What follows belongs to an exercise in optimizing a design on an open flow for small area and a short achievable clock period; a production flow would make more cautious choices. Where RTL was checked, it was by simulation tests only, not by an equivalence proof against the original. No activity file was given, so power comes from the tool's default toggle rates.

==> flow/design.v (excerpt) <==
module bfp_quant_top
(
  input  logic                     clk,
  input  logic                     reset_i,
  input  logic                     in_valid_i,
  input  logic [block_size_lp*fp_width_lp-1:0]   block_i,
  output logic                                   out_valid_o,
  output logic [exp_width_lp-1:0]                shared_exp_o,
  output logic [block_size_lp*code_width_lp-1:0] codes_o
);
==> flow/config.mk <==
export PLATFORM = sky130hd
export DESIGN_NAME = bfp_quant_top
export DESIGN_NICKNAME = bfp_quant_top
export VERILOG_FILES = /design/flow/design.v
export SDC_FILE = /design/flow/constraint.sdc
export NUM_CORES = 4
export LEC_CHECK = 0
export ABC_AREA = 1
export CAP_MARGIN = 20
export CORE_AREA = 5 5 445 445
export DIE_AREA = 0 0 450 450
export PLACE_DENSITY = 0.85
export SLEW_MARGIN = 20
==> flow/constraint.sdc <==
create_clock -name core_clock -period 10.0 [get_ports {clk}]
set_input_delay 2.0000 -clock core_clock [delete_from_list [all_inputs] [get_ports {clk}]]
set_output_delay 2.0000 -clock core_clock [all_outputs]
set_load 0.01 [all_outputs]
standard.sh (not shown) runs the stock make flow with config.mk's settings and CLKGATE_MAP_FILE= SYNTH_SCRIPT=/design/flow/synth_recipe.tcl, a recipe that flattens the netlist after the stock synthesis.
==> flow/flow/run.sh <==
#!/bin/bash
# The standard layout (the standard.sh: standard synthesis script,
# floorplan, placement, CTS, routing) with two changes:
# - synthesis leaves adders to abc: ADDER_MAP_FILE is empty, so Yosys's
#   extract_fa pass does not turn the small subtracts into half/full adder
#   cells (registers, names and flip-flop cells are unchanged);
# - the buffer that placement puts on every input and output port is
#   sky130_fd_sc_hd__buf_1 instead of the default delay cell
#   (clkdlybuf4s50_1). Every port still gets its own buffer.
# standard.sh writes each tool's log under orfs/logs; its own output goes
# to standard.log here.
set -euo pipefail
export ADDER_MAP_FILE=
export BUFFER_PORTS_ARGS="-buffer_cell sky130_fd_sc_hd__buf_1"
bash standard.sh > standard.log 2>&1
==> next run, changes <==
--- a/flow/config.mk
+++ b/flow/config.mk
@@ -10,3 +10,3 @@
-export CORE_AREA = 5 5 445 445
-export DIE_AREA = 0 0 450 450
-export PLACE_DENSITY = 0.85
+export CORE_AREA = 5 5 415 415
+export DIE_AREA = 0 0 420 420
+export PLACE_DENSITY = 0.95
After rerunning: The changed run passed the timing, design-rule and antenna checks; routed wire length fell by 2.6%; register-to-register slack gains 0.09 ns; combinational power stays flat; setup slack gains 0.045 ns; critical path depth fell by 1; die area fell by 13%.
==> next run, changes <==
--- a/flow/config.mk
+++ b/flow/config.mk
@@ -10,2 +10,2 @@
-export CORE_AREA = 5 5 415 415
-export DIE_AREA = 0 0 420 420
+export CORE_AREA = 5 5 445 445
+export DIE_AREA = 0 0 450 450
@@ -12,0 +13 @@
+export SETUP_SLACK_MARGIN = 5
=>
- sequential share of layout area drops by 2.0 points
- routed wire length grows by 14%
- setup slack gains 1.2 ns
==> next run, changes <==
--- a/flow/config.mk
+++ b/flow/config.mk
@@ -13 +12,0 @@
-export SETUP_SLACK_MARGIN = 5
What happened: The changed run completed without violations; worst setup slack degrades by 1.1 ns; final area fell by 14%; non-clock buffer count goes down by 112.

* * *

Another version of the RTL of bfp_quant_top (not shown whole).
Size: about 1200 I/O pins.
## bfp_quant_top
module bfp_quant_top
(
  input  logic                     clk,
  input  logic                     reset_i,
  input  logic                     in_valid_i,
  input  logic [block_size_lp*fp_width_lp-1:0]   block_i,
  output logic                                   out_valid_o,
  output logic [exp_width_lp-1:0]                shared_exp_o,
  output logic [block_size_lp*code_width_lp-1:0] codes_o
);
clock: 10.0 ns
lec_check: 0
cap_margin: 20
core_area: 5 5 445 445
die_area: 0 0 450 450
slew_margin: 20
run.sh (not shown) runs the stock make flow with config.mk's settings and CLKGATE_MAP_FILE= SYNTH_SCRIPT=/design/flow/synth_recipe.tcl, a recipe that flattens the netlist after the stock synthesis.
Stock flow here: none of the scripts above is used.
The first run completed with no timing, DRC or antenna violations.
Edit:
==> flow/flow/run.sh (new file) <==
#!/bin/bash
# The standard layout (the standard.sh: standard synthesis, floorplan,
# placement, CTS, routing), with one change: the buffer that placement puts
# on every input and output port is sky130_fd_sc_hd__buf_1 instead of the
# cell buffer_ports picks by default (clkdlybuf4s50_1, a slow delay cell).
# Every port still gets its own buffer.
set -euo pipefail
export BUFFER_PORTS_ARGS="-buffer_cell sky130_fd_sc_hd__buf_1"
bash standard.sh > standard.log 2>&1
==> flow/standard.sh (new file) <==
#!/bin/bash
# synth_recipe.tcl (not shown) runs the flow's synth.tcl, then flattens the netlist and writes it again
# the make line also repeats each setting of config.mk as NAME=value (left out here)
make -C /OpenROAD-flow-scripts/flow DESIGN_CONFIG=/design/flow/config.mk WORK_HOME=/design/flow/orfs CLKGATE_MAP_FILE= SYNTH_SCRIPT=/design/flow/synth_recipe.tcl "${@:-finish}"
removed: flow/run.sh
- clock skew is unchanged
- utilization shrinks by 2.3 points
- fmax hardly moves
- non-clock buffer count shrinks by 57
- total power shrinks by 5.7%
No run of this note included a check of the RTL's function; only the layout flow was run.

* * *

The RTL this note starts from:
==> flow/design.v <==
`default_nettype none
package fp32_fmt_pkg;
  localparam int block_size_lp = 32;
  localparam int fp_width_lp = 32;
  localparam int exp_width_lp = 8;
  localparam int frac_width_lp = 23;
  typedef union packed {
    logic [fp_width_lp-1:0] raw;
    struct packed {
      logic                     sign;
      logic [exp_width_lp-1:0]  exp;
      logic [frac_width_lp-1:0] frac;
    } fields;
  } fp32_word_u;
endpackage
`default_nettype wire
`default_nettype none
package bfp_code_pkg;
  localparam int mag_width_lp = 5;
  localparam int code_width_lp = mag_width_lp + 1;
  localparam int shift_width_lp = $clog2(mag_width_lp + 1);
  localparam int latency_lp = 1;
endpackage
`default_nettype wire
`timescale 1ns/10ps
`default_nettype none
import fp32_fmt_pkg::*;
import bfp_code_pkg::*;
module bfp_exp_decode
#(
  parameter int n_p = 8
)
(
  input  logic [n_p-1:0][exp_width_lp-1:0]  exp_i,
  input  logic [n_p-1:0]                    en_i,
  output logic [exp_width_lp-1:0]           max_exp_o,
  output logic [n_p-1:0][mag_width_lp-1:0]  sel_o
);
  localparam int n_step_lp = 3;
  function automatic int lo_c(input int s);
    lo_c = (s == 0) ? 5 : (s == 1) ? 2 : 0;
  endfunction
  function automatic int wd_c(input int s);
    wd_c = (s == 2) ? 2 : 3;
  endfunction
  logic [n_step_lp:0][n_p-1:0]      run;
  logic [exp_width_lp-1:0][n_p-1:0] bits;
  logic [n_p-1:0]                   term;
  logic [3:0]                       any;
  logic [1:0]                       up;
  always_comb begin
    for (int k = 0; k < exp_width_lp; k++) begin
      for (int i = 0; i < n_p; i++) begin
        bits[k][i] = exp_i[i][k];
      end
    end
    run[0] = '1;
    max_exp_o = '0;
    for (int s = 0; s < n_step_lp; s++) begin
      for (int j = wd_c(s) - 1; j >= 0; j--) begin
        for (int pat = 0; pat < 4; pat++) begin
          term = run[s] & bits[lo_c(s) + j];
          for (int q = 0; q < 2; q++) begin
            if (j + 1 + q < wd_c(s) && ((pat >> q) & 1) == 1) term = term & bits[lo_c(s) + j + 1 + q];
          end
          any[pat] = |term;
        end
        up = '0;
        for (int q = 0; q < 2; q++) begin
          if (j + 1 + q < wd_c(s)) up[q] = max_exp_o[lo_c(s) + j + 1 + q];
        end
        max_exp_o[lo_c(s) + j] = any[up];
      end
      run[s+1] = run[s];
      for (int j = 0; j < wd_c(s); j++) begin
        run[s+1] = run[s+1] & (bits[lo_c(s) + j] | {n_p{~max_exp_o[lo_c(s) + j]}});
      end
    end
  end
  logic [5:0] hi_m1;
  logic [3:0] mx_lo;
  for (genvar j = 0; j < 6; j++) begin : g_m1
    if (j == 0) begin : g_b0
      assign hi_m1[j] = ~max_exp_o[2];
    end else begin : g_bj
      assign hi_m1[j] = max_exp_o[2+j] ^ ~(|max_exp_o[2+j-1:2]);
    end
  end
  for (genvar a = 0; a < 4; a++) begin : g_mx
    assign mx_lo[a] = (max_exp_o[1:0] == 2'(a));
  end
  for (genvar i = 0; i < n_p; i++) begin : g_sel
    logic [3:0] ex_lo;
    logic [3:0] pos, neg;
    logic       h0, h1;
    for (genvar a = 0; a < 4; a++) begin : g_ex
      assign ex_lo[a] = (exp_i[i][1:0] == 2'(a));
    end
    always_comb begin
      pos = '0;
      neg = '0;
      for (int v = 0; v < 4; v++) begin
        for (int b = 0; b + v < 4; b++) begin
          pos[v] = pos[v] | (ex_lo[b] & mx_lo[b+v]);
          neg[v] = neg[v] | (mx_lo[b] & ex_lo[b+v]);
        end
      end
    end
    assign h0 = run[2][i];
    assign h1 = (exp_i[i][7:2] == hi_m1);
    assign sel_o[i][0] = en_i[i] & h0 & pos[0];
    assign sel_o[i][1] = en_i[i] & ((h0 & pos[1]) | (h1 & neg[3]));
    assign sel_o[i][2] = en_i[i] & ((h0 & pos[2]) | (h1 & neg[2]));
    assign sel_o[i][3] = en_i[i] & ((h0 & pos[3]) | (h1 & neg[1]));
    assign sel_o[i][4] = en_i[i] & h1 & neg[0];
  end
endmodule
`default_nettype wire
`timescale 1ns/10ps
`default_nettype none
import fp32_fmt_pkg::*;
import bfp_code_pkg::*;
module bfp_align_execute
(
  input  logic [mag_width_lp-1:0]   mag_i,
  input  logic [mag_width_lp-1:0]   sel_i,
  output logic [mag_width_lp-1:0]   mag_o
);
  always_comb begin
    mag_o = '0;
    for (int k = 0; k < mag_width_lp; k++) begin
      mag_o = mag_o | ({mag_width_lp{sel_i[k]}} & (mag_i >> k));
    end
  end
endmodule
`default_nettype wire
`timescale 1ns/10ps
`default_nettype none
import fp32_fmt_pkg::*;
import bfp_code_pkg::*;
module bfp_code_result
(
  input  logic                     clk,
  input  logic                     reset_i,
  input  logic                     valid_i,
  input  logic [exp_width_lp-1:0]  shared_exp_i,
  input  logic [block_size_lp*code_width_lp-1:0]  codes_i,
  output logic                     out_valid_o,
  output logic [exp_width_lp-1:0]  shared_exp_o,
  output logic [block_size_lp*code_width_lp-1:0]  codes_o
);
  always_ff @(posedge clk) begin
    if (reset_i) begin
      out_valid_o  <= 1'b0;
      shared_exp_o <= '0;
      codes_o      <= '0;
    end else begin
      out_valid_o <= valid_i;
      if (valid_i) begin
        shared_exp_o <= shared_exp_i;
        codes_o      <= codes_i;
      end
    end
  end
endmodule
`default_nettype wire
`timescale 1ns/10ps
`default_nettype none
import fp32_fmt_pkg::*;
import bfp_code_pkg::*;
module bfp_quant_top
(
  input  logic                     clk,
  input  logic                     reset_i,
  input  logic                     in_valid_i,
  input  logic [block_size_lp*fp_width_lp-1:0]   block_i,
  output logic                                   out_valid_o,
  output logic [exp_width_lp-1:0]                shared_exp_o,
  output logic [block_size_lp*code_width_lp-1:0] codes_o
);
  logic [block_size_lp-1:0][exp_width_lp-1:0]  exps;
  logic [block_size_lp-1:0]                    nz;
  logic [block_size_lp-1:0][mag_width_lp-1:0]  sel;
  logic [exp_width_lp-1:0]                     max_exp;
  logic [block_size_lp*code_width_lp-1:0]      codes;
  for (genvar i = 0; i < block_size_lp; i++) begin : g_exp
    assign exps[i] = block_i[fp_width_lp*i + frac_width_lp +: exp_width_lp];
    assign nz[i]   = |exps[i];
  end
  bfp_exp_decode #(.n_p(block_size_lp)) u_decode (
    .exp_i     (exps),
    .en_i      (nz),
    .max_exp_o (max_exp),
    .sel_o     (sel)
  );
  for (genvar i = 0; i < block_size_lp; i++) begin : g_word
    logic [mag_width_lp-1:0] mag;
    bfp_align_execute u_shift (
      .mag_i ({1'b1, block_i[fp_width_lp*i + frac_width_lp - mag_width_lp + 1 +: mag_width_lp - 1]}),
      .sel_i (sel[i]),
      .mag_o (mag)
    );
    assign codes[code_width_lp*i +: code_width_lp] = {block_i[fp_width_lp*i + fp_width_lp - 1], mag};
  end
  bfp_code_result u_result (
    .clk          (clk),
    .reset_i      (reset_i),
    .valid_i      (in_valid_i),
    .shared_exp_i (max_exp),
    .codes_i      (codes),
    .out_valid_o  (out_valid_o),
    .shared_exp_o (shared_exp_o),
    .codes_o      (codes_o)
  );
endmodule
`default_nettype wire
export LEC_CHECK = 0
export ABC_AREA = 1
export CAP_MARGIN = 20
export CORE_AREA = 5 5 445 445
export DIE_AREA = 0 0 450 450
export PLACE_DENSITY = 0.85
export SETUP_SLACK_MARGIN = 3
export SLEW_MARGIN = 20
export TNS_END_PERCENT = 5
create_clock -name core_clock -period 10.0 [get_ports {clk}]
standard.sh (not shown) runs the stock make flow with config.mk's settings and CLKGATE_MAP_FILE= SYNTH_SCRIPT=/design/flow/synth_recipe.tcl, a recipe that flattens the netlist after the stock synthesis.
==> flow/flow/run.sh <==
#!/bin/bash
# The standard layout (the standard.sh: standard synthesis script,
# floorplan, placement, CTS, routing) with two changes:
# - synthesis leaves adders to abc: ADDER_MAP_FILE is empty, so Yosys's
#   extract_fa pass does not turn the small subtracts into half/full adder
#   cells (registers, names and flip-flop cells are unchanged);
# - the buffer that placement puts on every input and output port is
#   sky130_fd_sc_hd__buf_1 instead of the default delay cell
#   (clkdlybuf4s50_1). Every port still gets its own buffer.
# standard.sh writes each tool's log under orfs/logs; its own output goes
# to standard.log here.
set -euo pipefail
export ADDER_MAP_FILE=
export BUFFER_PORTS_ARGS="-buffer_cell sky130_fd_sc_hd__buf_1"
bash standard.sh > standard.log 2>&1
The starting point completed without violations.
Rerun with:
CAP_MARGIN = 5   (was 20)
SLEW_MARGIN = 5   (was 20)
- wire length is unchanged
- sequential share of layout area is unchanged
- worst hold slack does not change
- utilization stays the same
- power does not change
- combinational power hardly moves
- non-clock buffer count is unchanged
Rerun with:
CAP_MARGIN = 20   (was 5)
SETUP_SLACK_MARGIN = 2.5   (was 3)
SLEW_MARGIN = 20   (was 5)
TNS_END_PERCENT = not set   (was 5)
Result: Area after synthesis is unchanged; worst setup slack loses 0.43 ns; routed wire length goes down by 1.4%; utilization goes down by 0.53 points; via count goes down by 1.0%; design area goes down by 3.0%; power goes down by 3.1%; fmax goes down by 5.8%.

[separate check: timing with driven ports]
Ports are ideal in the flow. The routed layouts listed here were re-timed in OpenROAD. Step 1 assumes that a clkbuf_16 drives the clock port and a buf_2 every other input. Step 2 moves the port delays by t, midway between the first and last clock arrival at a register: inputs arrive t later, outputs are due t later. That takes back most of the time a late clock gives input paths. Slacks: no drivers / after step 1 / after step 2; pairs: no drivers / after step 1.
run | t (ns) | setup WS [ns] | worst register clock-pin slew, ns
the first run of note 1 | 0.619 | 1.956 / 1.931 / 1.312 | 0.07 / 0.07
the second run of note 1 | 0.616 | 2.001 / 1.982 / 1.366 | 0.08 / 0.08
the third run of note 1 | 0.633 | 3.246 / 3.158 / 2.525 | 0.08 / 0.08
the fourth run of note 1 | 0.621 | 2.159 / 2.131 / 1.510 | 0.08 / 0.08
the first run of note 2 | 0.653 | 0.260 / 0.203 / -0.052 | 0.08 / 0.08
the second run of note 2 | 0.648 | 0.276 / 0.223 / 0.300 | 0.07 / 0.07
the first run of note 3 | 0.619 | 3.064 / 2.972 / 2.353 | 0.07 / 0.07
the second run of note 3 | 0.619 | 3.064 / 2.972 / 2.353 | 0.07 / 0.07
the third run of note 3 | 0.616 | 2.633 / 2.618 / 2.002 | 0.07 / 0.07
With both steps, setup timing fails in the first run of note 2, where it was met with ideal ports. For the third run of note 1, which loses most, drivers alone change the setup slack by -0.088 ns; drivers and shift together by -0.721 ns.
